What follows belongs to an exercise in optimizing a design on an open flow for small area, a short achievable clock period and few clock cycles per item; a production flow would make more cautious choices.
Where RTL was checked, it was by simulation tests only, not by an equivalence proof against the original.
Only the layout flow was run in run 4; the RTL was not checked for function there.
Power is estimated from default activity; no workload was simulated.

==> flow/design.v <==
`timescale 1ns/1ns
package fetch_pkg;
    parameter int XLEN = 32;
    typedef logic [XLEN-1:0] addr_t;
    typedef union packed {
        logic [3:0][7:0] bytes;
        logic [XLEN-1:0] word;
    } insn_word_u;
    typedef struct packed {
        logic  valid;
        addr_t pc;
    } lookup_t;
    typedef struct packed {
        logic       valid;
        addr_t      pc;
        insn_word_u insn;
    } fetch_t;
    typedef struct packed {
        logic  valid;
        addr_t pc;
    } redirect_t;
    typedef struct packed {
        logic       valid;
        addr_t      pc;
        insn_word_u data;
    } fill_t;
endpackage
`timescale 1ns/1ns
module fetch_top #(
    parameter int LO_W    = 6,
    parameter int CREDITS = 2
) (
    input  logic        clk,
    input  logic        rst_n_i,
    input  logic        redirect_valid_i,
    input  logic [31:0] redirect_pc_i,
    input  logic        credit_return_i,
    input  logic [7:0]  mem_data_i,
    output logic        fetch_valid_o,
    output logic [31:0] fetch_pc_o,
    output logic [31:0] fetch_insn_o,
    output logic        mem_rd_o,
    output logic [31:0] mem_addr_o
);
    localparam int LO = LO_W + 2;
    logic [31:LO]   hi_q;
    logic [LO-1:2]  rd_lo_q;
    logic [LO-1:2]  dl_lo_q;
    logic [1:0]     off_q;       
    logic [31:0]    insn_q;      
    logic           done_q;      
    logic           valid_q;     
    logic           carry_q;     
    logic [1:0]     occ_q;       
    logic           room;
    logic           last;
    logic           take;
    logic           wrap;
    assign room = (occ_q + {1'b0, valid_q}) < 2'(CREDITS);
    assign last = (off_q == 2'd3) && !carry_q;
    assign take = last && room;
    assign wrap = &rd_lo_q;
    always_ff @(posedge clk) begin
        if (!rst_n_i) begin
            hi_q    <= '0;
            rd_lo_q <= '0;
            off_q   <= 2'd0;
            done_q  <= 1'b0;
            valid_q <= 1'b0;
            carry_q <= 1'b0;
            occ_q   <= 2'd0;
        end else begin
            occ_q <= occ_q + {1'b0, valid_q} - {1'b0, credit_return_i};
            if (redirect_valid_i) begin
                hi_q    <= redirect_pc_i[31:LO];
                rd_lo_q <= redirect_pc_i[LO-1:2];
                off_q   <= 2'd0;
                done_q  <= 1'b0;
                valid_q <= 1'b0;
                carry_q <= 1'b0;
            end else begin
                done_q  <= take;
                valid_q <= done_q;
                if (!carry_q) begin
                    off_q <= off_q + 2'd1;
                end
                if (take) begin
                    rd_lo_q <= rd_lo_q + 1'b1;
                    carry_q <= wrap;
                end
                if (carry_q && valid_q) begin
                    hi_q    <= hi_q + 1'b1;
                    carry_q <= 1'b0;
                end
            end
        end
    end
    always_ff @(posedge clk) begin
        insn_q <= {mem_data_i, insn_q[31:8]};
        if (take) begin
            dl_lo_q <= rd_lo_q;
        end
    end
    assign mem_rd_o      = 1'b1;
    assign mem_addr_o    = {hi_q, rd_lo_q, off_q};
    assign fetch_valid_o = valid_q;
    assign fetch_pc_o    = {hi_q, dl_lo_q, 2'b00};
    assign fetch_insn_o  = insn_q;
endmodule
==> flow/flow/run.sh <==
#!/bin/bash
# standard layout with plain buf_1 port buffers and adjusted clock tree options
set -euo pipefail
export BUFFER_PORTS_ARGS="-buffer_cell sky130_fd_sc_hd__buf_1"
export CTS_ARGS="-sink_clustering_enable -repair_clock_nets -dont_use_dummy_load"
bash standard.sh > flow_standard.log 2>&1
==> flow/standard.sh <==
#!/bin/bash
# synth_recipe.tcl (not shown) runs the flow's synth.tcl, then flattens the netlist and writes it again
# the make line also repeats each setting of config.mk as NAME=value (left out here)
make -C /OpenROAD-flow-scripts/flow DESIGN_CONFIG=/design/flow/config.mk WORK_HOME=/design/flow/orfs CLKGATE_MAP_FILE= SYNTH_SCRIPT=/design/flow/synth_recipe.tcl "${@:-finish}"
==> flow/config.mk <==
export PLATFORM = sky130hd
export DESIGN_NAME = fetch_top
export DESIGN_NICKNAME = fetch_top
export VERILOG_FILES = /design/flow/design.v
export SDC_FILE = /design/flow/constraint.sdc
export NUM_CORES = 4
export LEC_CHECK = 0
export ABC_CLOCK_PERIOD_IN_PS = 2000
export CAP_MARGIN = 20
export CORE_MARGIN = 2
export CORE_UTILIZATION = 40
export SETUP_SLACK_MARGIN = 4.65
export SLEW_MARGIN = 20
==> flow/constraint.sdc <==
create_clock -name core_clock -period 7.0 [get_ports {clk}]
set_input_delay 1.4000 -clock core_clock [delete_from_list [all_inputs] [get_ports {clk}]]
set_output_delay 1.4000 -clock core_clock [all_outputs]
set_load 0.01 [all_outputs]
==> run notes, run 1 <==
Run status: timing/DRC/antenna clean
DRC violations left: 0
Hold Vio Cnt, Final: 0
CTS Hold Bufs: 0
Worst path top cell family by delay: flip-flops
CP Launch Point: hi_q[15]$_SDFFE_PN0P_
Cell Chain, Critical Path: buf_1
Critical path type: reg2out
Vias in the first global route: 2,009
Final Util: 49.57%
PwrDens: 229.1 nW/um^2
Top cells by area, synth: dfxtp_1 (47%), buf_4 (7.2%), edfxtp_1 (6.2%), o21ai_0 (3.9%), xnor2_1 (2.7%)
CP Buf/Inv Count: 1
Post-synthesis sequential area ratio: 53.36%
Area growth, synth to finish: 21.55%
Maxcap violations: 0
Post-DP HPWL: 4.583 mm
# diodes: 0
Final Cycle Share: 32.99%
Synth Flop Type: dfxtp_1
Largest net degree at the start of global routing: 59
Mapped cell area: 2927 sq um
WL final: 6.532 mm
Fillers: 665
Min Tclk post-route: 2.310 ns
Syn_area_per_cell: 9.821 sq um
Antenna violations before repair: 0
Arrival time at the worst endpoint: 0.91 ns
Port Buffer Count: 136
CTS Sinks: 75
Num rows: 31
Drt initial violations: 49
Maximum VDD drop: 0.08403 mV
CTS tree: done
First-pass GRT wire length: 9.701 mm
Worst Path Max Fanout: 5
Worst reg2reg startpoint: hi_q[15]$_SDFFE_PN0P_
Actual slew at the worst max-slew pin: 0.7871 ns
# setup viols final: 0
Hold slack: 0.3288 ns
Clock Pin Slew Worst Setup and Hold Paths: 0.09 ns
Die W: 89.54 um
Top cell type's share of synthesized area: 47.20%
Routability congestion estimate from global placement: 0.7409
All-Layer GR Usage: 15.98%
Leak: 1.258 nW
Syn Inst Count: 298
WL/cell: 12.83 um
Sum Neg Setup Slack: 0 ns
Die area: 8017 sq um
DR pass1 iterations: 4
Worst slew margin: 47.12%
Slowest cell on crit path: dfxtp_1
Layout Cells excl Fill: 509
Yosys cell types: 35
Num CTS Buffers: 9
Final slew viol count: 0
Nets: 461
Clock Latency Late Sink: 0.35 ns
Hold Path Class: reg2reg
Synthesis-stage register bit count: 75
Fmax: 0.4330 GHz
Count leader, synth: dfxtp_1
EDFF count, synth: 6
ANT nets after route: 0
Initial Util: 40.78%
CTS H-tree depth: 3
Area leader, netlist: dfxtp_1
WP data required: 5.60 ns
Clock root cell: clkbuf_8
Via Count: 2,472
CP Launch Type: register
Share of cells above drive strength 1: 14.15%
Core Box Area: 7176 sq um
Io pins: 142
Hold Startpoint: insn_q[21]$_DFF_P_
Synth Warn #: 1
Max Buffers Root-to-Sink: 2
Most frequent cells after synthesis: dfxtp_1 (69), buf_4 (28), o21ai_0 (23)
Die H: 89.54 um
Global route overflow: 0
Clock Skew: 0.03471 ns
Unrepaired setup endpoints after global routing: true
Placed cells: 496
Via density: 4.857
Post-synth ARST share: 0%
Critical Path Max Stage Delay: 0.41 ns
Kind of end point of the critical path: output port
-- sequential cells by signal (all words and copies together), names as in the netlist --
signal	count
hi_q	24
carry_q	1
off_q	2
insn_q	32
occ_q	2
rd_lo_q	6
valid_q	1
done_q	1
dl_lo_q	6
-- routing by layer --
| metal | global-route usage, % | vias to the layer above | wire (um) |
|---|---|---|---|
| li1 | - | 1257 | - |
| met1 | 21.32 | 1125 | 3078 |
| met2 | 23.97 | 81 | 2997 |
| met3 | 3.970 | 9 | 352 |
| met4 | 8.141 | 0 | 103 |
| met5 | 0 | - | 0 |
-- layout by cell type, fill, tap and decap left out, types with 2 or more instances in the layout --
cell and count:
a311oi_1 5, xor2_1 8, o31ai_1 3, a31oi_1 7
xnor2_1 9, buf_2 2, nand3_1 11, edfxtp_1 6
a211oi_1 8, dfxtp_1 43, nand3_2 2, conb_1 3
buf_1 126, dfxtp_2 25, or4_1 4, buf_4 5
nor3_1 9, nor4_1 3, or3_1 6, inv_1 7
ha_1 5, clkbuf_2 8, clkbuf_8 9, nor2b_1 3
nand4_1 8, and4_1 4, and2_1 3, nand2_1 15
a21oi_1 9, o21ai_0 23, nor2_1 15, and3_1 4
-- cell type report --
cell class                 instances  area (sq um)  share of cell area [%]
sequential                        75          1597                   44.88
multi-input combinational        176          1107                   31.13
timing repair buffer             142         571.8                   16.07
clock buffer                       9         123.9                   3.482
tap                               99         123.9                   3.482
inverter                           8         33.78                  0.9497
-- worst paths after layout --
check	to	slack [ns]	cells after the start
min reg2reg	insn_q[13]$_DFF_P_	0.33	0
max	mem_addr_o[15]	4.69	1
min	insn_q[13]$_DFF_P_	0.33	0
max reg2reg	hi_q[26]$_SDFFE_PN0P_	4.84	4
-- power by group --
group	internal, W	total (W)	switching, W	leakage (nW)
logic	0.0000353	0.0000890	0.0000537	0.554
registers	0.000459	0.000481	0.0000226	0.640
clock network	0.000114	0.000245	0.000130	0.0647
-- worst register-to-register path: stages (launching register included) --
cell and delay (ns):
dfxtp_1 0.41, nand4_1 0.34, or4_4 0.65, or4_1 0.51, a31oi_1 0.17
-- cells by family (layout without fill, tap and decap cells) --
kind of cell / after synthesis / after routing / share of synthesized area (%)
compound gates: 58 / 58 / 12.14
xor+xnor: 17 / 17 / 5.088
fa+ha+maj: 5 / 5 / 2.138
buf+inv: 48 / 159 / 9.748
flops: 75 / 75 / 53.36
mux: 1 / 1 / 0.3420
other cells: 2 / 3 / 0.2566
simple gates: 92 / 92 / 16.93
-- metrics by stage --
stage                     total power [W]  instance area (sq um)  setup slack [ns]
final                           0.0008150                   3557             4.690
after global routing            0.0008591                   3557             4.647
after CTS                       0.0008212                   3468             4.650
after detailed placement        0.0005758                   3324             4.257
after global placement          0.0005743                   3324             4.282
after floorplan                 0.0005476                   2930             4.756
-- repair_timing --
action | CTS | global route
endpoints found under the setup margin | 24 | 44
setup buffers | 0 | 4
hold endpoints to repair | 0 | 0
pin swaps | 0 | 1
gates resized for setup | 12 | 31
Testbench counts, summed over its fixed seeds: cycles 69,980, items 16,000.
==> inputs of run 2 (changes only) <==
--- a/flow/config.mk
+++ b/flow/config.mk
@@ -5,7 +5,6 @@
 export SDC_FILE = /design/flow/constraint.sdc
 export NUM_CORES = 4
 export LEC_CHECK = 0
-export ABC_CLOCK_PERIOD_IN_PS = 2000
 export CAP_MARGIN = 20
 export CORE_MARGIN = 2
 export CORE_UTILIZATION = 40
==> run 2 against run 1 <==
Design area did not move. Synthesized area stayed put. Via count stayed put. Worst setup slack is the same. Sequential power hardly changed. Flip-flop and latch count is the same. Register-to-register slack barely moved. Largest cell class unchanged.
==> run notes, run 2 <==
Slowest cell on crit path: dfxtp_1
Die H: 89.54 um
Sum Neg Setup Slack: 0 ns
Hold Vio Cnt, Final: 0
Post-DP HPWL: 4.583 mm
Worst reg2reg startpoint: hi_q[15]$_SDFFE_PN0P_
# setup viols final: 0
Area leader, netlist: dfxtp_1
ANT nets after route: 0
Biggest regs: insn_q x32, hi_q x24
Nets: 461
Antenna violations before repair: 0
Actual slew at the worst max-slew pin: 0.7871 ns
Top cells by area, synth: dfxtp_1 (47%), buf_4 (7.2%), edfxtp_1 (6.2%), o21ai_0 (3.9%), xnor2_1 (2.7%)
Count leader, synth: dfxtp_1
Leak: 1.258 nW
Number of flip-flops in the largest register: 32
WL final: 6.532 mm
PnR worst setup slack: 4.690 ns
Synth Flop Type: dfxtp_1
Arrival time at the worst endpoint: 0.91 ns
CTS Hold Bufs: 0
Seq. cell area: 1597 sq um
WP data required: 5.60 ns
Maxcap violations: 0
Max Buffers Root-to-Sink: 2
PwrDens: 229.1 nW/um^2
Hold Path Depth: 0
Most common cell after layout, fill and taps aside: buf_1
Final slew viol count: 0
Final Power: 0.0008150 W
Hold Path Class: reg2reg
RR Endpoint: hi_q[26]$_SDFFE_PN0P_
Multi-input logic area: 1107 sq um
CP Buf/Inv Count: 1
Clock Pin Slew Worst Setup and Hold Paths: 0.09 ns
Critical Path Max Stage Delay: 0.41 ns
# diodes: 0
Yosys cell types: 35
Most frequent cells after synthesis: dfxtp_1 (69), buf_4 (28), o21ai_0 (23)
Hold Startpoint: insn_q[21]$_DFF_P_
DR pass1 iterations: 4
Worst Path Max Fanout: 5
Num rows: 31
First-pass GRT wire length: 9.701 mm
Global route overflow: 0
Run status: timing/DRC/antenna clean
Largest net degree at the start of global routing: 59
Die W: 89.54 um
CTS tree: done
Worst path top cell family by delay: flip-flops
CTS H-tree depth: 3
Drt initial violations: 49
R2R depth: 4
Syn Inst Count: 298
Final Cycle Share: 32.99%
All-Layer GR Usage: 15.98%
Synth Warn #: 1
Area after DPL: 3324 sq um
Die area: 8017 sq um
Critical path type: reg2out
Io pins: 142
Final Util: 49.57%
Post-synthesis sequential area ratio: 53.36%
CTS Sinks: 75
Vias in the first global route: 2,009
Top cell type's share of synthesized area: 47.20%
Final instance area: 3557 sq um
Maximum VDD drop: 0.08403 mV
Setup slack after placement: 4.257 ns
Core Box Area: 7176 sq um
Via density: 4.857
Port Buffer Count: 136
Cell Chain, Critical Path: buf_1
Top reg by flops: insn_q
Most frequent cells in the layout: buf_1 (126), dfxtp_1 (43), dfxtp_2 (25)
Routability congestion estimate from global placement: 0.7409
Fmax: 0.4330 GHz
Via Count: 2,472
Clock root cell: clkbuf_8
Synthesis-stage register bit count: 75
Min Tclk post-route: 2.310 ns
Crit. path cell count: 1
WL/cell: 12.83 um
Mapped cell area: 2927 sq um
Worst reg2reg setup slack: 4.84 ns
DRC violations left: 0
Initial Util: 40.78%
Fillers: 665
Area growth, synth to finish: 21.55%
Clock Skew: 0.03471 ns
Syn_area_per_cell: 9.821 sq um
Kind of end point of the critical path: output port
Unrepaired setup endpoints after global routing: true
Num CTS Buffers: 9
Worst slew margin: 47.12%
EDFF count, synth: 6
Share of cells above drive strength 1: 14.15%
Post-synth ARST share: 0%
CP Launch Type: register
WHS Endpoint: insn_q[13]$_DFF_P_
Clock Latency Late Sink: 0.35 ns
[run 2: cell counts after synthesis]
Identical to the previous run, type by type.
[run 2: worst max-delay path by stage]
stage	start	end
after floorplan	redirect_valid_i	hi_q[11]$_SDFFE_PN0P_
after global placement	redirect_valid_i	hi_q[26]$_SDFFE_PN0P_
after detailed placement	redirect_valid_i	rd_lo_q[7]$_SDFFE_PN0P_
after CTS	rd_lo_q[3]$_SDFFE_PN0P_	mem_addr_o[3]
after global routing	hi_q[29]$_SDFFE_PN0P_	mem_addr_o[29]
final	hi_q[15]$_SDFFE_PN0P_	mem_addr_o[15]
[run 2: layout make-up]
type,instances,share of cell area [%]
multi-input combinational,176,31.13
inverter,8,0.9497
tap,99,3.482
clock buffer,9,3.482
sequential,75,44.88
timing repair buffer,142,16.07
[run 2: worst reg2reg max path, delay by kind of cell (launching register included)]
family | cells | cell delay (ns)
AND/OR/NAND/NOR | 3 | 1.50
AO/OA/AOI/OAI | 1 | 0.17
flip-flops | 1 | 0.41
[run 2: stage by stage]
stage          cells  hold WS, ns
2_1_floorplan    299       0.3817
3_3_place_gp     496       0.3322
3_5_place_dp     496       0.3336
4_1_cts          505       0.3334
5_1_grt          509       0.3346
6_report         509       0.3288
[run 2: cells by family (layout without fill, tap and decap cells)]
logic type	Yosys count	after routing	share of synthesized area, %
simple gates	92	92	16.93
flops	75	75	53.36
fa+ha+maj	5	5	2.138
xor+xnor	17	17	5.088
compound gates	58	58	12.14
mux	1	1	0.3420
buf+inv	48	159	9.748
other cells	2	3	0.2566
[run 2: power by group]
| group | total, W | switching [W] | internal, W |
|---|---|---|---|
| Clock | 0.000245 | 0.000130 | 0.000114 |
| Sequential | 0.000481 | 0.0000226 | 0.000459 |
| Combinational | 0.0000890 | 0.0000537 | 0.0000353 |
| Total | 0.000815 | 0.000206 | 0.000609 |
[run 2: layer usage]
| layer | global-route usage (%) | vias to the layer above | wire length, um |
|---|---|---|---|
| li1 | - | 1257 | - |
| met1 | 21.32 | 1125 | 3078 |
| met3 | 3.970 | 9 | 352 |
| met4 | 8.141 | 0 | 103 |
| met5 | 0 | - | 0 |
| met2 | 23.97 | 81 | 2997 |
[run 2: repair_timing]
item | in CTS | in global routing
pin swaps | 0 | 1
gates resized for setup | 12 | 31
setup endpoints to repair | 24 | 44
setup buffers | 0 | 4
==> inputs of run 3 (changes only) <==
--- a/flow/config.mk
+++ b/flow/config.mk
@@ -8,5 +8,5 @@
 export CAP_MARGIN = 20
 export CORE_MARGIN = 2
 export CORE_UTILIZATION = 40
-export SETUP_SLACK_MARGIN = 4.65
+export SETUP_SLACK_MARGIN = 4.55
 export SLEW_MARGIN = 20
==> run 3 against run 2 <==
Flip-flop and latch count unchanged. Clock-buffer cell count unchanged. Core utilization shrank 1.3 points. Clock skew decreased by 0.00052 ns. Hold slack got worse by 0.0011 ns. Routed wire length fell by 1.1%. Critical endpoint is now mem_addr_o[13]. Fmax shrank 3.3%. Largest cell class unchanged. Register-to-register slack worse by 0.10 ns. Still clean.
==> run notes, run 3 <==
Run status: timing/DRC/antenna clean
Arrival time at the worst endpoint: 0.99 ns
Most common cell after layout, fill and taps aside: buf_1
Critical path type: reg2out
CP Buf/Inv Count: 1
DRC violations left: 0
Leak: 1.189 nW
Post-synthesis sequential area ratio: 53.36%
Io pins: 142
Top cell type's share of synthesized area: 47.20%
ANT nets after route: 0
# diodes: 0
WL/cell: 12.79 um
Syn_area_per_cell: 9.821 sq um
Post-DP HPWL: 4.583 mm
Critical Path Max Stage Delay: 0.46 ns
Unrepaired setup endpoints after global routing: false
Sum Neg Setup Slack: 0 ns
Count leader, synth: dfxtp_1
WP data required: 5.60 ns
Vias in the first global route: 2,009
Post-synth ARST share: 0%
Clock Skew: 0.03419 ns
Routability congestion estimate from global placement: 0.7409
Synthesis-stage register bit count: 75
Top cells by area, synth: dfxtp_1 (47%), buf_4 (7.2%), edfxtp_1 (6.2%), o21ai_0 (3.9%), xnor2_1 (2.7%)
Initial Util: 40.78%
Worst slew margin: 47.13%
Hold Path Class: reg2reg
Grt met1 use: 21.32%
Yosys cell types: 35
Final Power: 0.0008098 W
Slowest cell on crit path: dfxtp_1
All-Layer GR Usage: 15.98%
# setup viols final: 0
Antenna violations before repair: 0
Kind of end point of the critical path: output port
Worst path top cell family by delay: flip-flops
CTS Hold Bufs: 0
Largest net degree at the start of global routing: 59
Die W: 89.54 um
Area leader, netlist: dfxtp_1
Final slew viol count: 0
CTS tree: done
Clock root cell: clkbuf_8
CP Launch Type: register
Area after DPL: 3324 sq um
Clock Pin Slew Worst Setup and Hold Paths: 0.09 ns
Fillers: 683
Final instance area: 3461 sq um
Nets: 457
PostCTS Resize Cnt: 2
DR pass1 iterations: 4
PwrDens: 234.0 nW/um^2
Most frequent cells after synthesis: dfxtp_1 (69), buf_4 (28), o21ai_0 (23)
Mapped cell area: 2927 sq um
Drt initial violations: 76
Synth Warn #: 1
Synth Flop Type: dfxtp_1
Worst Path Max Fanout: 8
WL final: 6.460 mm
M2 GR Usage: 23.97%
Actual slew at the worst max-slew pin: 0.7870 ns
Maxcap violations: 0
Clock Latency Late Sink: 0.35 ns
Global route overflow: 0
EDFF count, synth: 6
Most frequent cells in the layout: buf_1 (136), dfxtp_1 (67), o21ai_0 (23)
Biggest regs: insn_q x32, hi_q x24
Num CTS Buffers: 9
Die area: 8017 sq um
CTS H-tree depth: 3
Cell Chain, Critical Path: buf_1
Die H: 89.54 um
CTS Sinks: 75
GR Util met3: 3.970%
First-pass GRT wire length: 9.701 mm
Busiest grt layer: met2
Min Tclk post-route: 2.389 ns
Via density: 4.877
Port Buffer Count: 136
Final Cycle Share: 34.13%
Maximum VDD drop: 0.08258 mV
Share of cells above drive strength 1: 4.187%
Number of flip-flops in the largest register: 32
Top reg by flops: insn_q
Fmax: 0.4186 GHz
Syn Inst Count: 298
Hold Vio Cnt, Final: 0
Num rows: 31
Area growth, synth to finish: 18.26%
Max Buffers Root-to-Sink: 2
Post-CTS setup buffer count: 0
Core Box Area: 7176 sq um
Via Count: 2,463
-- run 3: final cells by class --
type / instances / area, sq um / share of cell area, %
Multi-Input combinational cell: 176 / 1090 / 31.49
Sequential cell: 75 / 1564 / 45.19
Clock buffer: 9 / 123.9 / 3.579
Timing Repair Buffer: 138 / 529.3 / 15.29
Inverter: 8 / 30.03 / 0.8677
Tap cell: 99 / 123.9 / 3.579
-- run 3: routing by layer --
layer / share of wire, % / routed length [um]
met2: 46 / 2958
met4: 1.6 / 102
met1: 47 / 3021
met3: 5.9 / 378
met5: 0 / 0
-- run 3: path summary, 6_finish.rpt --
kind / startpoint / depth (start not counted) / slack [ns] / to
min: insn_q[21]$_DFF_P_ / 0 / 0.33 / insn_q[13]$_DFF_P_
min reg2reg: insn_q[21]$_DFF_P_ / 0 / 0.33 / insn_q[13]$_DFF_P_
max: hi_q[13]$_SDFFE_PN0P_ / 1 / 4.61 / mem_addr_o[13]
max reg2reg: carry_q$_SDFFE_PP0P_ / 4 / 4.74 / hi_q[25]$_SDFFE_PN0P_
-- run 3: cell families (layout without fill, tap and decap cells) --
kind of cell | count (synthesis) | in the layout | synth area share, %
simple gates | 92 | 92 | 16.93
flops | 75 | 75 | 53.36
buf+inv | 48 | 155 | 9.748
fa+ha+maj | 5 | 5 | 2.138
mux | 1 | 1 | 0.3420
compound gates | 58 | 58 | 12.14
xor+xnor | 17 | 17 | 5.088
other cells | 2 | 3 | 0.2566
-- run 3: through the flow --
step	setup WS [ns]	instances	hold WS [ns]	util, %
after global routing	4.553	505	0.3338	48.23
after CTS	4.580	505	0.3334	48.16
after detailed placement	4.257	496	0.3336	46.33
after global placement	4.282	496	0.3322	46.33
after floorplan	4.756	299	0.3817	-
final	4.611	505	0.3277	48.23
-- run 3: power by group --
part	total (W)	switching, W	internal (W)	leakage, nW
logic	0.0000866	0.0000532	0.0000335	0.491
clock network	0.000244	0.000129	0.000114	0.0647
registers	0.000479	0.0000223	0.000457	0.633
total	0.000810	0.000205	0.000605	1.19
==> inputs of run 4 (changes only) <==
--- a/flow/design.v
+++ b/flow/design.v
@@ -88,8 +88,8 @@
                     rd_lo_q <= rd_lo_q + 1'b1;
                     carry_q <= wrap;
                 end
+                hi_q <= hi_q + (carry_q & valid_q);
                 if (carry_q && valid_q) begin
-                    hi_q    <= hi_q + 1'b1;
                     carry_q <= 1'b0;
                 end
             end
--- a/flow/config.mk
+++ b/flow/config.mk
@@ -8,5 +8,5 @@
 export CAP_MARGIN = 20
 export CORE_MARGIN = 2
 export CORE_UTILIZATION = 40
-export SETUP_SLACK_MARGIN = 4.55
+export SETUP_SLACK_MARGIN = 4.6
 export SLEW_MARGIN = 20
==> run 4 against run 3 <==
Combinational power fell by 2%. Design area rose by 0.87%. Worst setup slack improved by 0.044 ns. Register-to-register slack barely moved. Largest power group unchanged. Flip-flop and latch count did not move. Clock skew fell by 0.016 ns. Sequential power barely moved. Via count fell by 3.1%. Still clean on timing, DRC and antenna. Sequential share of layout area barely moved. Fmax rose by 1.9%.
==> run notes, run 4 <==
Run status: timing/DRC/antenna clean
Area after DPL: 3316 sq um
Num CTS Buffers: 9
Worst Path Max Fanout: 7
PwrDens: 232.3 nW/um^2
Hold Vio Cnt, Final: 0
Multi-input logic area: 1101 sq um
Via Count: 2,386
Leak: 1.233 nW
Hold Path Class: reg2reg
Critical path type: reg2out
Drt initial violations: 79
Synthesis-stage register bit count: 75
Arrival time at the worst endpoint: 0.95 ns
CTS Hold Bufs: 0
Vias in the first global route: 2,095
Routability congestion estimate from global placement: 0.7547
Yosys cell types: 37
Fmax: 0.4264 GHz
Sum Neg Setup Slack: 0 ns
Num rows: 31
Initial Util: 40.78%
Mapped cell area: 2927 sq um
GR Util met3: 3.509%
Most frequent cells after synthesis: dfxtp_1 (69), buf_4 (27), o21ai_0 (23)
Top reg by flops: insn_q
Worst slew margin: 65.54%
Critical Path Max Stage Delay: 0.42 ns
Worst path top cell family by delay: flip-flops
WP data required: 5.60 ns
Die W: 89.54 um
Final slew viol count: 0
Largest net degree at the start of global routing: 31
Grt met1 use: 19.61%
Port Buffer Count: 136
Post-synthesis sequential area ratio: 53.36%
Biggest regs: insn_q x32, hi_q x24
Actual slew at the worst max-slew pin: 0.5132 ns
Clock root cell: clkbuf_8
WL/cell: 12.59 um
Die area: 8017 sq um
ANT nets after route: 0
Kind of end point of the critical path: output port
Most frequent cells in the layout: buf_1 (134), dfxtp_1 (58), o21ai_0 (23)
Via density: 4.801
Final Power: 0.0008109 W
Busiest grt layer: met2
DR pass1 iterations: 4
Top cells by area, synth: dfxtp_1 (47%), buf_4 (6.9%), edfxtp_1 (6.2%), o21ai_0 (3.9%), xnor2_1 (3.3%)
Core Box Area: 7176 sq um
Cell Chain, Critical Path: buf_1
Antenna violations before repair: 0
CTS H-tree depth: 3
M2 GR Usage: 25.72%
Synth Warn #: 1
Most common cell after layout, fill and taps aside: buf_1
CTS tree: done
Slowest cell on crit path: dfxtp_2
Post-synth ARST share: 0%
# setup viols final: 0
Seq. cell area: 1578 sq um
Area leader, netlist: dfxtp_1
Number of flip-flops in the largest register: 32
Count leader, synth: dfxtp_1
Maxcap violations: 0
Top cell type's share of synthesized area: 47.20%
Global route overflow: 0
DRC violations left: 0
Synth Flop Type: dfxtp_1
CP Buf/Inv Count: 1
Clock Pin Slew Worst Setup and Hold Paths: 0.08 ns
Min Tclk post-route: 2.345 ns
All-Layer GR Usage: 15.67%
# diodes: 0
Nets: 450
Final instance area: 3491 sq um
WL final: 6.258 mm
Share of cells above drive strength 1: 8.040%
Clock Skew: 0.01790 ns
CTS Sinks: 75
Max Buffers Root-to-Sink: 2
EDFF count, synth: 6
Clock Latency Late Sink: 0.33 ns
Fillers: 722
Syn Inst Count: 289
Die H: 89.54 um
Unrepaired setup endpoints after global routing: true
Area growth, synth to finish: 19.28%
Final Cycle Share: 33.50%
Maximum VDD drop: 0.1411 mV
Io pins: 142
Syn_area_per_cell: 10.13 sq um
Post-DP HPWL: 4.494 mm
First-pass GRT wire length: 9.584 mm
CP Launch Type: register
==> run 4: cell types whose count changed after synthesis, moves of 4 or more <==
| cell | before | now |
|---|---|---|
| nand3_1 | 12 | 8 |
| nor2_1 | 15 | 10 |
| a31oi_1 | 7 | 11 |
| or4_1 | 5 | 9 |
| a311oi_1 | 5 | 1 |
| o31ai_1 | 3 | 8 |
| nand2b_1 | 1 | 5 |
| a211oi_1 | 8 | 0 |
==> run 4: final timing paths <==
| path | start | end | slack, ns | cells past startpoint |
|---|---|---|---|---|
| worst min-delay path | insn_q[17]$_DFF_P_ | insn_q[9]$_DFF_P_ | 0.33 | 0 |
| worst min register to register | insn_q[17]$_DFF_P_ | insn_q[9]$_DFF_P_ | 0.33 | 0 |
| worst max register to register | carry_q$_SDFFE_PP0P_ | hi_q[28]$_SDFF_PN0_ | 4.74 | 7 |
| worst max-delay path | hi_q[11]$_SDFF_PN0_ | mem_addr_o[11] | 4.65 | 1 |
==> run 4: kinds of logic (layout without fill, tap and decap cells) <==
family / after synthesis / count (layout) / share of synthesized area, %
DFF: 75 / 75 / 53.36
adders and majority gates: 6 / 6 / 2.565
xor gates and xnor gates: 16 / 16 / 4.788
AOI/OAI and AO/OA: 61 / 61 / 12.95
and+or+nand+nor: 77 / 77 / 14.75
buffers and inverters: 48 / 156 / 9.961
muxes: 4 / 4 / 1.368
other: 2 / 3 / 0.2566
==> run 4: routing by layer <==
metal / vias to the layer above / wire, um
met5: - / 0
met4: 0 / 93
met3: 7 / 269
met2: 69 / 2979
met1: 1097 / 2916
li1: 1213 / -
==> run 4: repair_timing <==
| action | in CTS | in global routing |
|---|---|---|
| gates resized for setup | 7 | 13 |
| endpoints found under the setup margin | 30 | 26 |
| buffers inserted | 0 | 1 |
| pin swaps | 0 | 2 |
==> run 4: power by group <==
group / total, W / internal (W) / switching, W
Sequential: 0.000479 / 0.000457 / 0.0000226
Combinational: 0.0000850 / 0.0000344 / 0.0000506
Clock: 0.000247 / 0.000115 / 0.000132
==> run 4: final cells by class <==
type / count / share of cell area, %
multi-input cells: 167 / 31.54
well taps: 99 / 3.548
flip-flops and latches: 75 / 45.20
repair buffers: 138 / 15.13
clock buffers: 9 / 3.548
inverters: 9 / 1.039
==> run 4: per-stage QoR <==
step	hold slack [ns]	setup WS, ns	instances	util (%)
2_1_floorplan	0.3817	4.767	290	-
3_3_place_gp	0.3311	3.539	487	46.19
3_5_place_dp	0.3329	3.484	487	46.21
4_1_cts	0.3284	4.606	496	48.11
5_1_grt	0.3371	4.594	497	48.65
6_report	0.3278	4.655	497	48.65
==> inputs of run 5 (changes only) <==
--- a/flow/design.v
+++ b/flow/design.v
@@ -88,8 +88,8 @@
                     rd_lo_q <= rd_lo_q + 1'b1;
                     carry_q <= wrap;
                 end
-                hi_q <= hi_q + (carry_q & valid_q);
                 if (carry_q && valid_q) begin
+                    hi_q    <= hi_q + 1'b1;
                     carry_q <= 1'b0;
                 end
             end
--- a/flow/config.mk
+++ b/flow/config.mk
@@ -7,6 +7,6 @@
 export LEC_CHECK = 0
 export CAP_MARGIN = 20
 export CORE_MARGIN = 2
-export CORE_UTILIZATION = 40
+export CORE_UTILIZATION = 65
 export SETUP_SLACK_MARGIN = 4.6
 export SLEW_MARGIN = 20
==> run 5 against run 4 <==
Die area shrank 37%. Non-clock buffer count up 4. Global-route usage grew 9.6 points. Routed wire length grew 3.4%. Synthesized cell count rose by 3.1%. Fmax hardly changed. Critical path type unchanged.
==> run notes, run 5 <==
Critical path type: reg2out
Hold Vio Cnt, Final: 0
Slowest cell on crit path: dfxtp_1
Min Tclk post-route: 2.345 ns
WHS Endpoint: insn_q[20]$_DFF_P_
Worst slew margin: 47.03%
All-Layer GR Usage: 25.31%
Routability congestion estimate from global placement: 0.7730
Seq. cell area: 1569 sq um
Core Box Area: 4354 sq um
Worst reg2reg startpoint: hi_q[8]$_SDFFE_PN0P_
CP Launch Type: register
Unrepaired setup endpoints after global routing: false
Drt initial violations: 143
Actual slew at the worst max-slew pin: 0.7884 ns
Fillers: 336
First-pass GRT wire length: 10.05 mm
Top cells by area, synth: dfxtp_1 (47%), buf_4 (7.2%), edfxtp_1 (6.2%), o21ai_0 (3.9%), xnor2_1 (2.7%)
Clock Skew: 0.01877 ns
Die W: 71.10 um
Post-DP HPWL: 4.485 mm
Top cell type's share of synthesized area: 47.20%
Hold Path Depth: 0
Kind of end point of the critical path: output port
Fmax: 0.4265 GHz
Layout Cells excl Fill: 463
Run status: timing/DRC/antenna clean
Top reg by flops: insn_q
CTS Sinks: 75
Io pins: 142
Synthesis-stage register bit count: 75
CTS Hold Bufs: 0
Maximum VDD drop: 0.1362 mV
Nets: 462
WP data required: 5.60 ns
Global route overflow: 0
Arrival time at the worst endpoint: 0.94 ns
Via Count: 2,523
Number of flip-flops in the largest register: 32
Most frequent cells after synthesis: dfxtp_1 (69), buf_4 (28), o21ai_0 (23)
Placed cells: 448
Leak: 1.204 nW
Total net switching power: 0.0002073 W
Cell internal pwr: 0.0006069 W
Via density: 5.449
Clock Latency Late Sink: 0.33 ns
Num rows: 24
Post-synthesis sequential area ratio: 53.36%
ANT nets after route: 0
Hold Startpoint: insn_q[28]$_DFF_P_
Mapped cell area: 2927 sq um
DRC violations left: 0
Area growth, synth to finish: 17.70%
Comb pwr share: 11.1%
Multi-input logic area: 1084 sq um
Biggest regs: insn_q x32, hi_q x24
RR Endpoint: hi_q[26]$_SDFFE_PN0P_
Clk pwr share: 30.0%
Area after DPL: 3258 sq um
WL/cell: 13.98 um
Sum Neg Setup Slack: 0 ns
Synth Warn #: 1
Most frequent cells in the layout: buf_1 (134), dfxtp_1 (63), o21ai_0 (23)
Most common cell after layout, fill and taps aside: buf_1
CTS H-tree depth: 3
Sw Share: 25.46%
Clock Pin Slew Worst Setup and Hold Paths: 0.09 ns
EDFF count, synth: 6
Die H: 71.10 um
Yosys cell types: 35
Synth Flop Type: dfxtp_1
Post-synth ARST share: 0%
Final Cycle Share: 33.50%
WL final: 6.472 mm
Worst path top cell family by delay: flip-flops
Initial Util: 67.21%
CTS tree: done
Antenna violations before repair: 0
Die area: 5055 sq um
# setup viols final: 0
Num CTS Buffers: 9
Final instance area: 3445 sq um
Syn_area_per_cell: 9.821 sq um
Port Buffer Count: 136
Max Buffers Root-to-Sink: 2
Clock root cell: clkbuf_8
Flop pwr share: 58.9%
R2R depth: 5
DR pass1 iterations: 4
Critical Path Max Stage Delay: 0.44 ns
Maxcap violations: 0
Count leader, synth: dfxtp_1
Worst reg2reg setup slack: 4.70 ns
Cell Chain, Critical Path: buf_1
Largest net degree at the start of global routing: 38
Syn Inst Count: 298
Vias in the first global route: 2,271
Share of cells above drive strength 1: 7.056%
Hold Path Class: reg2reg
Area leader, netlist: dfxtp_1
# diodes: 0
Worst Path Max Fanout: 6
CP Buf/Inv Count: 1
Final slew viol count: 0
PwrDens: 236.4 nW/um^2
run 5: worst max path at each step:
| stage | slack, ns | from | endpoint | depth (start not counted) |
|---|---|---|---|---|
| finish | 4.66 | rd_lo_q[7]$_SDFFE_PN0P_ | mem_addr_o[7] | 1 |
| global route | 4.59 | rst_n_i | rd_lo_q[7]$_SDFFE_PN0P_ | 5 |
| detailed placement | 3.81 | rst_n_i | rd_lo_q[7]$_SDFFE_PN0P_ | 5 |
| floorplan | 4.76 | redirect_valid_i | hi_q[11]$_SDFFE_PN0P_ | 4 |
| global placement | 3.88 | rst_n_i | rd_lo_q[7]$_SDFFE_PN0P_ | 5 |
| CTS | 4.61 | hi_q[20]$_SDFFE_PN0P_ | mem_addr_o[20] | 1 |
run 5: metal layers:
metal	global-route usage, %	share of wire [%]
met5	0	0
met4	10.48	0.99
met3	7.123	7.8
met2	43.20	50
met1	29.98	41
run 5: final cells by class:
type / instances / share of cell area (%)
Sequential cell: 75 / 45.55
Multi-Input combinational cell: 176 / 31.46
Timing Repair Buffer: 142 / 16.27
Clock buffer: 9 / 3.596
Tap cell: 52 / 1.889
Inverter: 8 / 1.090
Timing Repair inverter: 1 / 0.1453
run 5: power by group through the flow:
stage,Sequential [W],Combinational (W),Clock [W]
floorplan,0.000496,0.0000521,0
global placement,0.000487,0.0000847,0
detailed placement,0.000489,0.0000868,0
CTS,0.000479,0.0000898,0.000248
global route,0.000483,0.0000999,0.000264
finish,0.000480,0.0000901,0.000244
run 5: per-stage QoR:
stage / utilization, % / hold slack, ns / setup WS (ns) / total power (W)
finish: 79.11 / 0.3326 / 4.655 / 0.0008141
global route: 79.11 / 0.3397 / 4.586 / 0.0008476
CTS: 78.56 / 0.3366 / 4.614 / 0.0008172
detailed placement: 74.83 / 0.3344 / 3.812 / 0.0005754
global placement: 74.83 / 0.3292 / 3.879 / 0.0005715
floorplan: - / 0.3817 / 4.756 / 0.0005476
run 5: what timing repair did:
item / CTS / global route
buffers inserted: 2 / 2
endpoints found under the setup margin: 28 / 15
hold endpoints to repair: 0 / 0
pin swaps: 0 / 0
cloned: 1 / 0
gates resized for setup: 7 / 5
run 5: logic make-up after synthesis:
family                     count (synthesis)  synth area share, %
adders and majority gates                  5                2.138
xor gates and xnor gates                  17                5.088
DFF                                       75                53.36
buffers and inverters                     48                9.748
AOI/OAI and AO/OA                         58                12.14
and+or+nand+nor                           92                16.93
other                                      2               0.2566
muxes                                      1               0.3420
Testbench counts of run 5, summed over its fixed seeds: cycles 69,980, items 16,000.
==> inputs of run 6 (changes only) <==
--- a/flow/config.mk
+++ b/flow/config.mk
@@ -7,6 +7,7 @@
 export LEC_CHECK = 0
 export CAP_MARGIN = 20
 export CORE_MARGIN = 2
-export CORE_UTILIZATION = 65
+export CORE_UTILIZATION = 40
+export GPL_TIMING_DRIVEN = 1
 export SETUP_SLACK_MARGIN = 4.6
 export SLEW_MARGIN = 20
==> run 6 against run 5 <==
Largest power group unchanged. Worst setup slack gained 0.012 ns. Sequential share of layout area shrank 0.23 points. Register-to-register slack gained 0.05 ns. Non-clock buffer count shrank 4. Critical endpoint is now mem_addr_o[3].
==> run notes, run 6 <==
Vias in the first global route: 2,009
Max Buffers Root-to-Sink: 2
Post-synth ARST share: 0%
Fmax: 0.4286 GHz
First-pass GRT wire length: 9.701 mm
Min Tclk post-route: 2.333 ns
Clk pwr share: 30.1%
WL/cell: 12.84 um
Syn_area_per_cell: 9.821 sq um
Antenna violations before repair: 0
Clock Pin Slew Worst Setup and Hold Paths: 0.09 ns
Post-DP HPWL: 4.583 mm
Most frequent cells in the layout: buf_1 (134), dfxtp_1 (59), o21ai_0 (23)
Critical path type: reg2out
Nets: 457
Yosys cell types: 35
Area leader, netlist: dfxtp_1
Final Cycle Share: 33.33%
Hold Path Class: reg2reg
Slowest cell on crit path: dfxtp_1
Mapped cell area: 2927 sq um
Cell Chain, Critical Path: buf_1
Number of flip-flops in the largest register: 32
Hold Vio Cnt, Final: 0
Global route overflow: 0
Run status: timing/DRC/antenna clean
EDFF count, synth: 6
Leak: 1.197 nW
Top reg by flops: insn_q
Count leader, synth: dfxtp_1
Actual slew at the worst max-slew pin: 0.7896 ns
ANT nets after route: 0
CTS H-tree depth: 3
Comb pwr share: 10.7%
Arrival time at the worst endpoint: 0.93 ns
Sw Share: 25.31%
Via Count: 2,450
Initial Util: 40.78%
Setup slack after placement: 4.257 ns
Core Box Area: 7176 sq um
CP Launch Type: register
Hold slack: 0.3277 ns
PwrDens: 233.6 nW/um^2
Post-CTS setup buffer count: 0
Num CTS Buffers: 9
Die area: 8017 sq um
Most frequent cells after synthesis: dfxtp_1 (69), buf_4 (28), o21ai_0 (23)
CP Buf/Inv Count: 1
Syn Inst Count: 298
Area growth, synth to finish: 18.68%
Die H: 89.54 um
All-Layer GR Usage: 15.98%
Clock root cell: clkbuf_8
Maxcap violations: 0
Kind of end point of the critical path: output port
Biggest regs: insn_q x32, hi_q x24
Final slew viol count: 0
Sum Neg Setup Slack: 0 ns
Cell internal pwr: 0.0006059 W
Worst slew margin: 46.96%
DRC violations left: 0
Worst Path Max Fanout: 6
Maximum VDD drop: 0.08317 mV
Synth Warn #: 1
Final Power: 0.0008112 W
Top cells by area, synth: dfxtp_1 (47%), buf_4 (7.2%), edfxtp_1 (6.2%), o21ai_0 (3.9%), xnor2_1 (2.7%)
Worst path top cell family by delay: flip-flops
Unrepaired setup endpoints after global routing: false
CTS Hold Bufs: 0
# setup viols final: 0
Drt initial violations: 81
Top cell type's share of synthesized area: 47.20%
WP data required: 5.60 ns
Io pins: 142
Synth Flop Type: dfxtp_1
Share of cells above drive strength 1: 6.650%
Port Buffer Count: 136
Critical Path Max Stage Delay: 0.42 ns
Total net switching power: 0.0002053 W
# diodes: 0
Most common cell after layout, fill and taps aside: buf_1
Largest net degree at the start of global routing: 59
CTS tree: done
Routability congestion estimate from global placement: 0.7409
Die W: 89.54 um
Num rows: 31
Post-synthesis sequential area ratio: 53.36%
DR pass1 iterations: 4
PnR worst setup slack: 4.667 ns
Synthesis-stage register bit count: 75
Clock Skew: 0.03281 ns
Clock Latency Late Sink: 0.35 ns
Via density: 4.851
WL final: 6.485 mm
Flop pwr share: 59.2%
CTS Sinks: 75
[run 6: cells by family after synthesis]
kind of cell	count (synthesis)	synth area share (%)
XOR/XNOR	17	5.088
buffers and inverters	48	9.748
adder cells (fa/ha/maj)	5	2.138
multiplexers	1	0.3420
AO/OA/AOI/OAI	58	12.14
AND/OR/NAND/NOR	92	16.93
other	2	0.2566
flip-flops	75	53.36
[run 6: cell type report]
class / count / area [sq um]
well taps: 99 / 123.9
fillers: 679 / 3702
repair buffers: 138 / 531.8
multi-input cells: 176 / 1090
clock buffers: 9 / 123.9
flip-flops and latches: 75 / 1574
inverters: 8 / 30.03
[run 6: timing repair]
action / 4_1_cts / 5_1_grt
resized for setup: 4 / 10
hold endpoints to repair: 0 / 0
endpoints found under the setup margin: 7 / 38
pin swaps: 0 / 1
[run 6: layer usage]
| layer | up-vias | part of all wire, % | GRT usage (%) |
|---|---|---|---|
| li1 | 1253 | - | - |
| met1 | 1106 | 47 | 21.32 |
| met2 | 82 | 46 | 23.97 |
| met3 | 9 | 5.4 | 3.970 |
| met4 | 0 | 1.6 | 8.141 |
| met5 | - | 0 | 0 |
[run 6: final timing paths]
check | from | endpoint | slack, ns | cells past startpoint
min reg2reg | insn_q[21]$_DFF_P_ | insn_q[13]$_DFF_P_ | 0.33 | 0
max reg2reg | hi_q[10]$_SDFFE_PN0P_ | hi_q[26]$_SDFFE_PN0P_ | 4.75 | 4
max | rd_lo_q[3]$_SDFFE_PN0P_ | mem_addr_o[3] | 4.67 | 1
min | insn_q[21]$_DFF_P_ | insn_q[13]$_DFF_P_ | 0.33 | 0
[run 6: through the flow]
step | cell area [sq um] | utilization [%] | std cells
finish | 3473 | 48.40 | 505
global route | 3473 | 48.40 | 505
CTS | 3458 | 48.20 | 505
detailed placement | 3324 | 46.33 | 496
global placement | 3324 | 46.33 | 496
floorplan | 2930 | - | 299
[run 6: power by group through the flow]
stage,logic (W),registers (W),clock network [W]
floorplan,0.0000521,0.000496,0
global placement,0.0000866,0.000488,0
detailed placement,0.0000869,0.000489,0
CTS,0.0000875,0.000480,0.000253
global route,0.0000987,0.000484,0.000273
finish,0.0000869,0.000480,0.000244
==> inputs of run 7 (changes only) <==
==> flow/flow/run.sh (replaced) <==
#!/bin/bash
# standard layout with plain buf_1 port buffers and adjusted clock tree options
set -euo pipefail
export BUFFER_PORTS_ARGS="-buffer_cell sky130_fd_sc_hd__buf_1"
export CTS_ARGS="-repair_clock_nets -dont_use_dummy_load -root_buf sky130_fd_sc_hd__clkbuf_16 -buf_list sky130_fd_sc_hd__clkbuf_16"
bash standard.sh > flow_standard.log 2>&1
--- a/flow/config.mk
+++ b/flow/config.mk
@@ -5,9 +5,9 @@
 export SDC_FILE = /design/flow/constraint.sdc
 export NUM_CORES = 4
 export LEC_CHECK = 0
+export ABC_CLOCK_PERIOD_IN_PS = 2400
 export CAP_MARGIN = 20
 export CORE_MARGIN = 2
 export CORE_UTILIZATION = 40
-export GPL_TIMING_DRIVEN = 1
 export SETUP_SLACK_MARGIN = 4.6
 export SLEW_MARGIN = 20
==> run 7 against run 6 <==
Core utilization rose by 1.3 points. Largest power group unchanged. Via count is 0.33% higher. Sequential share of layout area down 1.4 points. Highest routed layer unchanged. Global-route usage shrank 0.099 points. Synthesized cell count stayed put.
==> run notes, run 7 <==
Count leader, synth: dfxtp_1
Kind of end point of the critical path: output port
Worst Path Max Fanout: 6
Sum Neg Setup Slack: 0 ns
Cell Chain, Critical Path: buf_1
Worst reg2reg setup slack: 4.75 ns
Leak: 1.237 nW
Crit. path cell count: 1
Synth Warn #: 1
Fmax: 0.4240 GHz
Area leader, netlist: dfxtp_1
Die area: 8017 sq um
CTS H-tree depth: 3
Most common cell after layout, fill and taps aside: buf_1
Top cells by area, synth: dfxtp_1 (47%), buf_4 (7.2%), edfxtp_1 (6.2%), o21ai_0 (3.9%), xnor2_1 (2.7%)
Cell internal pwr: 0.0007160 W
Synthesis-stage register bit count: 75
Syn_area_per_cell: 9.821 sq um
Seq. cell area: 1568 sq um
CP Buf/Inv Count: 1
Num rows: 31
Die W: 89.54 um
Post-CTS setup buffer count: 0
ANT nets after route: 0
Share of cells above drive strength 1: 5.419%
Io pins: 142
WP data required: 5.60 ns
Maximum VDD drop: 0.1235 mV
Critical Path Max Stage Delay: 0.44 ns
Worst path top cell family by delay: flip-flops
Clock root cell: clkbuf_16
CTS Hold Bufs: 0
Top cell type's share of synthesized area: 47.20%
PnR worst setup slack: 4.642 ns
Most frequent cells after synthesis: dfxtp_1 (69), buf_4 (28), o21ai_0 (23)
Clock Skew: 0.02114 ns
WHS Endpoint: insn_q[13]$_DFF_P_
Synth Flop Type: dfxtp_1
PwrDens: 262.5 nW/um^2
Core Box Area: 7176 sq um
WL/cell: 12.76 um
First-pass GRT wire length: 9.680 mm
Clock Latency Late Sink: 0.33 ns
DR pass1 iterations: 4
Drt initial violations: 71
Mapped cell area: 2927 sq um
Global route overflow: 0
Top reg by flops: insn_q
R2R depth: 4
Biggest regs: insn_q x32, hi_q x24
CP Launch Type: register
Area growth, synth to finish: 21.93%
Post-DP HPWL: 4.583 mm
Yosys cell types: 35
Flop pwr share: 51.3%
Unrepaired setup endpoints after global routing: false
# diodes: 0
Sw Share: 23.57%
Post-synth ARST share: 0%
Final slew viol count: 0
All-Layer GR Usage: 15.88%
Port Buffer Count: 136
Num CTS Buffers: 9
Worst slew margin: 47.25%
Initial Util: 40.78%
Comb pwr share: 9.2%
Routability congestion estimate from global placement: 0.7409
Setup slack after placement: 4.257 ns
Maxcap violations: 0
Antenna violations before repair: 0
Die H: 89.54 um
Post-synthesis sequential area ratio: 53.36%
Vias in the first global route: 2,006
Final Cycle Share: 33.69%
Nets: 457
Worst reg2reg startpoint: carry_q$_SDFFE_PP0P_
CTS Sinks: 75
Multi-input logic area: 1095 sq um
Actual slew at the worst max-slew pin: 0.7852 ns
Hold Startpoint: insn_q[21]$_DFF_P_
Via density: 4.867
Most frequent cells in the layout: buf_1 (135), dfxtp_1 (64), o21ai_0 (23)
Hold Vio Cnt, Final: 0
RR Endpoint: hi_q[26]$_SDFFE_PN0P_
Hold Path Class: reg2reg
WL final: 6.445 mm
Clk pwr share: 39.5%
Critical path type: reg2out
Syn Inst Count: 298
# setup viols final: 0
Run status: timing/DRC/antenna clean
Clock Pin Slew Worst Setup and Hold Paths: 0.07 ns
Min Tclk post-route: 2.358 ns
Hold Path Depth: 0
CTS tree: done
Arrival time at the worst endpoint: 0.96 ns
Largest net degree at the start of global routing: 59
Number of flip-flops in the largest register: 32
DRC violations left: 0
Via Count: 2,458
Slowest cell on crit path: dfxtp_1
Total net switching power: 0.0002208 W
Max Buffers Root-to-Sink: 2
EDFF count, synth: 6
Fillers: 677
run 7: kinds of logic after synthesis:
| kind of cell | Yosys count | synth area share, % |
|---|---|---|
| XOR/XNOR | 17 | 5.088 |
| AO/OA/AOI/OAI | 58 | 12.14 |
| other | 2 | 0.2566 |
| multiplexers | 1 | 0.3420 |
| buffers and inverters | 48 | 9.748 |
| AND/OR/NAND/NOR | 92 | 16.93 |
| flip-flops | 75 | 53.36 |
| adder cells (fa/ha/maj) | 5 | 2.138 |
run 7: repair_timing:
action | CTS | global route
pin swaps | 0 | 1
setup endpoints to repair | 8 | 9
gates resized for setup | 4 | 4
run 7: worst max-delay path by stage:
stage / end / startpoint
floorplan: hi_q[11]$_SDFFE_PN0P_ / redirect_valid_i
global placement: hi_q[26]$_SDFFE_PN0P_ / redirect_valid_i
detailed placement: rd_lo_q[7]$_SDFFE_PN0P_ / redirect_valid_i
CTS: fetch_valid_o / valid_q$_SDFF_PP0_
global route: rd_lo_q[7]$_SDFFE_PN0P_ / rst_n_i
finish: mem_addr_o[2] / rd_lo_q[2]$_SDFFE_PN0P_
run 7: power by group through the flow:
stage / clock network, W / logic, W / registers [W]
4_1_cts: 0.000377 / 0.0000876 / 0.000480
5_1_grt: 0.000397 / 0.0000983 / 0.000485
2_1_floorplan: 0 / 0.0000521 / 0.000496
3_5_place_dp: 0 / 0.0000869 / 0.000489
6_report: 0.000370 / 0.0000864 / 0.000481
3_3_place_gp: 0 / 0.0000866 / 0.000488
run 7: per-layer routing:
layer	GRT usage (%)	wire length, um	up-vias	share of wire, %
met5	0	0	-	0
met4	7.734	133	0	2.1
li1	-	-	1260	-
met3	3.693	351	11	5.4
met1	21.31	3030	1107	47
met2	24.04	2930	80	45
run 7: metrics by stage:
stage	area [sq um]	util [%]	hold WS (ns)	instances	total power, W
floorplan	2930	-	0.3817	299	0.0005476
global placement	3324	46.33	0.3322	496	0.0005743
detailed placement	3324	46.33	0.3336	496	0.0005758
CTS	3560	49.61	0.3365	505	0.0009456
global route	3568	49.73	0.3385	505	0.0009795
finish	3568	49.73	0.3317	505	0.0009368
run 7: cell type report:
type	count	share of cell area (%)
clock buffer	9	6.311
inverter	8	0.8415
multi-input combinational	176	30.68
sequential	75	43.93
tap	99	3.471
timing repair buffer	138	14.76
==> inputs of run 8 (changes only) <==
==> flow/flow/run.sh (replaced) <==
#!/bin/bash
# standard layout with plain buf_1 port buffers and adjusted clock tree options
set -euo pipefail
export BUFFER_PORTS_ARGS="-buffer_cell sky130_fd_sc_hd__buf_1"
export CTS_ARGS="-sink_clustering_enable -repair_clock_nets -dont_use_dummy_load -root_buf sky130_fd_sc_hd__clkbuf_16 -buf_list sky130_fd_sc_hd__clkbuf_16 -sink_clustering_size 100 -sink_clustering_max_diameter 1000 -wire_unit 200"
bash standard.sh > flow_standard.log 2>&1
==> run 8 against run 7 <==
Still clean on timing, DRC and antenna. Global-route usage stayed put. Die area stayed put. Synthesized area stayed put. Fmax stayed put. Clock power hardly changed. Critical path type unchanged.
==> run notes, run 8 <==
Run status: timing/DRC/antenna clean
Num rows: 31
Top cells by area, synth: dfxtp_1 (47%), buf_4 (7.2%), edfxtp_1 (6.2%), o21ai_0 (3.9%), xnor2_1 (2.7%)
WL/cell: 12.76 um
Yosys cell types: 35
Critical Path Max Stage Delay: 0.44 ns
Final Cycle Share: 33.69%
PnR worst setup slack: 4.642 ns
Fmax: 0.4240 GHz
CP Buf/Inv Count: 1
# setup viols final: 0
First-pass GRT wire length: 9.680 mm
Num CTS Buffers: 9
Drt initial violations: 71
Fillers: 677
Final slew viol count: 0
Sum Neg Setup Slack: 0 ns
Top routing layer in use: met4
Actual slew at the worst max-slew pin: 0.7852 ns
DRC violations left: 0
Core Box Area: 7176 sq um
CTS H-tree depth: 3
Initial Util: 40.78%
M1 WL: 3.030 mm
Most common cell after layout, fill and taps aside: buf_1
Nets: 457
Top reg by flops: insn_q
Worst slew margin: 47.25%
Synth Warn #: 1
Setup slack after placement: 4.257 ns
Post-synth ARST share: 0%
WL final: 6.445 mm
Die area: 8017 sq um
Post-synthesis sequential area ratio: 53.36%
Seq. cell area: 1568 sq um
Synth Flop Type: dfxtp_1
CP Launch Type: register
Hold Path Class: reg2reg
Number of flip-flops in the largest register: 32
Mapped cell area: 2927 sq um
Via Count: 2,458
WP data required: 5.60 ns
DR pass1 iterations: 4
Antenna violations before repair: 0
Max Buffers Root-to-Sink: 2
Met2 WL post-DR: 2.930 mm
Most frequent cells after synthesis: dfxtp_1 (69), buf_4 (28), o21ai_0 (23)
Arrival time at the worst endpoint: 0.96 ns
Synthesis-stage register bit count: 75
Global route overflow: 0
# diodes: 0
Worst path top cell family by delay: flip-flops
Port Buffer Count: 136
Slowest cell on crit path: dfxtp_1
All-Layer GR Usage: 15.88%
Maxcap violations: 0
Multi-input logic area: 1095 sq um
EDFF count, synth: 6
Maximum VDD drop: 0.1235 mV
ANT nets after route: 0
Worst Path Max Fanout: 6
Cell Chain, Critical Path: buf_1
Routability congestion estimate from global placement: 0.7409
Clock Skew: 0.02114 ns
Syn Inst Count: 298
Syn_area_per_cell: 9.821 sq um
Biggest regs: insn_q x32, hi_q x24
PwrDens: 262.5 nW/um^2
Vias in the first global route: 2,006
Min Tclk post-route: 2.358 ns
Clock root cell: clkbuf_16
CTS Hold Bufs: 0
Count leader, synth: dfxtp_1
Leak: 1.237 nW
Most frequent cells in the layout: buf_1 (135), dfxtp_1 (64), o21ai_0 (23)
CTS Sinks: 75
Die W: 89.54 um
Area growth, synth to finish: 21.93%
Met3 routed WL: 351 um
Io pins: 142
Share of cells above drive strength 1: 5.419%
Critical path type: reg2out
Area leader, netlist: dfxtp_1
Top cell type's share of synthesized area: 47.20%
Hold Vio Cnt, Final: 0
Via density: 4.867
Clock Latency Late Sink: 0.33 ns
Final Power: 0.0009368 W
Kind of end point of the critical path: output port
Post-DP HPWL: 4.583 mm
CTS tree: done
Unrepaired setup endpoints after global routing: false
Clock Pin Slew Worst Setup and Hold Paths: 0.07 ns
Largest net degree at the start of global routing: 59
Die H: 89.54 um
==> run 8: path summary, 6_finish.rpt <==
check                                        startpoint               endpoint  slack (ns)  depth (start not counted)
worst min register to register       insn_q[21]$_DFF_P_     insn_q[13]$_DFF_P_        0.33                          0
worst max register to register     carry_q$_SDFFE_PP0P_  hi_q[26]$_SDFFE_PN0P_        4.75                          4
worst max-delay path            rd_lo_q[2]$_SDFFE_PN0P_          mem_addr_o[2]        4.64                          1
worst min-delay path                 insn_q[21]$_DFF_P_     insn_q[13]$_DFF_P_        0.33                          0
==> run 8: logic make-up (layout without fill, tap and decap cells) <==
family                     count (synthesis)  after routing  synth area share, %
buffers and inverters                     48            155                9.748
adders and majority gates                  5              5                2.138
other                                      2              3               0.2566
and+or+nand+nor                           92             92                16.93
xor gates and xnor gates                  17             17                5.088
DFF                                       75             75                53.36
muxes                                      1              1               0.3420
AOI/OAI and AO/OA                         58             58                12.14
==> run 8: final cells by class <==
| class | count | area share (%) |
|---|---|---|
| well taps | 99 | 3.471 |
| repair buffers | 138 | 14.76 |
| flip-flops and latches | 75 | 43.93 |
| inverters | 8 | 0.8415 |
| clock buffers | 9 | 6.311 |
| multi-input cells | 176 | 30.68 |
==> run 8: stage by stage <==
step           cells  cell area [sq um]  hold WS, ns  utilization (%)
5_1_grt          505               3568       0.3385            49.73
2_1_floorplan    299               2930       0.3817                -
3_5_place_dp     496               3324       0.3336            46.33
4_1_cts          505               3560       0.3365            49.61
3_3_place_gp     496               3324       0.3322            46.33
6_report         505               3568       0.3317            49.73
==> run 8: routing by layer <==
| metal | track usage [%] | vias up |
|---|---|---|
| li1 | - | 1260 |
| met1 | 21.31 | 1107 |
| met2 | 24.04 | 80 |
| met3 | 3.693 | 11 |
| met4 | 7.734 | 0 |
| met5 | 0 | - |
==> run 8: report_power, final <==
part	switching, W	total (W)	internal [W]
combinational	0.0000530	0.0000864	0.0000334
clock	0.000145	0.000370	0.000224
sequential	0.0000225	0.000481	0.000458
total	0.000221	0.000937	0.000716
==> run 8: what timing repair did <==
action | 4_1_cts | 5_1_grt
gates resized for setup | 4 | 4
setup endpoints to repair | 8 | 9
setup buffers | 0 | 0
pin swaps | 0 | 1
==> inputs of run 9 (changes only) <==
==> flow/flow/run.sh (replaced) <==
#!/bin/bash
# standard layout with plain buf_1 port buffers and adjusted clock tree options
set -euo pipefail
export BUFFER_PORTS_ARGS="-buffer_cell sky130_fd_sc_hd__buf_1"
export CTS_ARGS="-sink_clustering_enable -repair_clock_nets -dont_use_dummy_load -buf_list {sky130_fd_sc_hd__clkbuf_4 sky130_fd_sc_hd__clkbuf_8}"
bash standard.sh > flow_standard.log 2>&1
--- a/flow/config.mk
+++ b/flow/config.mk
@@ -5,7 +5,6 @@
 export SDC_FILE = /design/flow/constraint.sdc
 export NUM_CORES = 4
 export LEC_CHECK = 0
-export ABC_CLOCK_PERIOD_IN_PS = 2400
 export CAP_MARGIN = 20
 export CORE_MARGIN = 2
 export CORE_UTILIZATION = 40
==> run 9 against run 8 <==
Still clean on timing, DRC and antenna. Synthesized area is the same. Via count shrank 0.33%. Sequential share of layout area grew 1.4 points. Critical path depth is the same. Sequential power is essentially flat. Register-to-register slack is essentially flat. Flip-flop and latch count is the same. Clock skew grew 0.012 ns. Synthesized cell count is the same. Power shrank 13%. Die area is the same. Largest cell class unchanged.
==> run notes, run 9 <==
Vias in the first global route: 2,009
Worst reg2reg startpoint: hi_q[10]$_SDFFE_PN0P_
Most common cell after layout, fill and taps aside: buf_1
Area after DPL: 3324 sq um
CTS Sinks: 75
Count leader, synth: dfxtp_1
Maximum VDD drop: 0.08317 mV
Synthesis-stage register bit count: 75
Layout Cells excl Fill: 505
Most frequent cells in the layout: buf_1 (134), dfxtp_1 (59), o21ai_0 (23)
Clock root cell: clkbuf_8
Mapped cell area: 2927 sq um
Biggest regs: insn_q x32, hi_q x24
# diodes: 0
Final instance area: 3473 sq um
Sum Neg Setup Slack: 0 ns
Maxcap violations: 0
Synth Flop Type: dfxtp_1
Num CTS Buffers: 9
Arrival time at the worst endpoint: 0.93 ns
Syn Inst Count: 298
Final Util: 48.40%
WHS Endpoint: insn_q[13]$_DFF_P_
Synth Warn #: 1
DRC violations left: 0
Top cells by area, synth: dfxtp_1 (47%), buf_4 (7.2%), edfxtp_1 (6.2%), o21ai_0 (3.9%), xnor2_1 (2.7%)
Actual slew at the worst max-slew pin: 0.7896 ns
Final Cycle Share: 33.33%
Number of flip-flops in the largest register: 32
Post-synth ARST share: 0%
Kind of end point of the critical path: output port
Unrepaired setup endpoints after global routing: false
Drt initial violations: 81
Area growth, synth to finish: 18.68%
EDFF count, synth: 6
Max Buffers Root-to-Sink: 2
CP Launch Point: rd_lo_q[3]$_SDFFE_PN0P_
Worst Path Max Fanout: 6
Hold Startpoint: insn_q[21]$_DFF_P_
Worst path top cell family by delay: flip-flops
Clock Pin Slew Worst Setup and Hold Paths: 0.09 ns
Most frequent cells after synthesis: dfxtp_1 (69), buf_4 (28), o21ai_0 (23)
Clock Skew: 0.03281 ns
Die W: 89.54 um
Global route overflow: 0
WL final: 6.485 mm
Fmax: 0.4286 GHz
Hold Path Class: reg2reg
Min Tclk post-route: 2.333 ns
PwrDens: 233.6 nW/um^2
Slowest cell on crit path: dfxtp_1
Top cell type's share of synthesized area: 47.20%
WP data required: 5.60 ns
Critical Path Max Stage Delay: 0.42 ns
Worst slew margin: 46.96%
Via Count: 2,450
WL/cell: 12.84 um
Run status: timing/DRC/antenna clean
Largest net degree at the start of global routing: 59
Nets: 457
Placed cells: 496
Critical path type: reg2out
Hold Vio Cnt, Final: 0
First-pass GRT wire length: 9.701 mm
R2R depth: 4
Worst reg2reg setup slack: 4.75 ns
Io pins: 142
Num rows: 31
Syn_area_per_cell: 9.821 sq um
Post-CTS setup buffer count: 0
Fillers: 679
Cell Chain, Critical Path: buf_1
Top reg by flops: insn_q
Area leader, netlist: dfxtp_1
ANT nets after route: 0
Antenna violations before repair: 0
CTS tree: done
# setup viols final: 0
Post-DP HPWL: 4.583 mm
CP Launch Type: register
All-Layer GR Usage: 15.98%
Post-synthesis sequential area ratio: 53.36%
Initial Util: 40.78%
Routability congestion estimate from global placement: 0.7409
Share of cells above drive strength 1: 6.650%
RR Endpoint: hi_q[26]$_SDFFE_PN0P_
Leak: 1.197 nW
Yosys cell types: 35
Port Buffer Count: 136
Hold Path Depth: 0
Final slew viol count: 0
Core Box Area: 7176 sq um
DR pass1 iterations: 4
CTS H-tree depth: 3
Die H: 89.54 um
Clock Latency Late Sink: 0.35 ns
Crit. path cell count: 1
Die area: 8017 sq um
Via density: 4.851
CP Buf/Inv Count: 1
==> run 9: cell counts after synthesis <==
No cell type changed its count.
==> run 9: final cells by class <==
class	count	area, sq um	share of cell area, %
clock buffer	9	123.9	3.566
inverter	8	30.03	0.8646
multi-input combinational	176	1090	31.38
sequential	75	1574	45.32
tap	99	123.9	3.566
timing repair buffer	138	531.8	15.31
==> run 9: metrics by stage <==
stage / power, W / worst slack (ns) / hold slack, ns
detailed placement: 0.0005758 / 4.257 / 0.3336
CTS: 0.0008205 / 4.610 / 0.3334
finish: 0.0008112 / 4.667 / 0.3277
global placement: 0.0005743 / 4.282 / 0.3322
global route: 0.0008554 / 4.600 / 0.3338
floorplan: 0.0005476 / 4.756 / 0.3817
==> run 9: how the worst max path moves through the flow <==
stage	to	slack, ns
after global routing	mem_addr_o[30]	4.60
after floorplan	hi_q[11]$_SDFFE_PN0P_	4.76
final	mem_addr_o[3]	4.67
after CTS	rd_lo_q[7]$_SDFFE_PN0P_	4.61
after global placement	hi_q[26]$_SDFFE_PN0P_	4.28
after detailed placement	rd_lo_q[7]$_SDFFE_PN0P_	4.26
==> run 9: logic make-up (layout without fill, tap and decap cells) <==
kind of cell / after synthesis / after routing / synth area share [%]
flops: 75 / 75 / 53.36
xor+xnor: 17 / 17 / 5.088
simple gates: 92 / 92 / 16.93
compound gates: 58 / 58 / 12.14
mux: 1 / 1 / 0.3420
buf+inv: 48 / 155 / 9.748
other cells: 2 / 3 / 0.2566
fa+ha+maj: 5 / 5 / 2.138
==> run 9: what timing repair did <==
action                     in CTS  in global routing
hold buffers                    0                  0
pin swaps                       0                  1
resized for setup               4                 10
setup endpoints to repair       7                 38
==> run 9: where the power goes <==
part	leakage [nW]	switching, W	internal (W)	total (W)
combinational	0.497	0.0000532	0.0000337	0.0000869
sequential	0.635	0.0000224	0.000458	0.000480
clock	0.0647	0.000130	0.000115	0.000244
==> run 9: metal layers <==
metal	GRT usage, %	vias up	routed length [um]
met3	3.970	9	351
met2	23.97	82	2952
met4	8.141	0	102
li1	-	1253	-
met5	0	-	0
met1	21.32	1106	3079

-- afterwards: timing with drivers on the ports --
How much do the figures lean on ideal ports? The routed layouts below were timed once more, with nothing changed but the port constraints.
Step 1 sets driving cells, clkbuf_16 on the clock port and buf_2 on the other inputs (assumed; they add their load-dependent delay and slew).
Step 2, shift: input delay + t, output delay - t, t = (earliest + latest rising clock arrival at the registers) / 2. This alone moves slack from input paths to output paths.
Slacks: ideal / step 1 / step 2; pairs: ideal / step 1.
run	t (ns)	slack for setup (ns)	worst setup path after step 2
run 1	0.364	4.690 / 4.661 / 4.469	input to register
run 2	0.364	4.690 / 4.661 / 4.469	input to register
run 3	0.363	4.611 / 4.581 / 4.281	input to register
run 4	0.351	4.655 / 4.627 / 4.470	input to register
run 5	0.357	4.655 / 4.626 / 4.317	input to register
run 6	0.363	4.667 / 4.637 / 4.395	input to register
run 7	0.357	4.642 / 4.607 / 4.341	input to register
run 8	0.357	4.642 / 4.607 / 4.341	input to register
run 9	0.363	4.667 / 4.637 / 4.395	input to register
After both steps setup and hold are still met in every run listed. For run 5, which loses most, drivers alone change the setup slack by -0.029 ns; drivers and shift together by -0.338 ns.
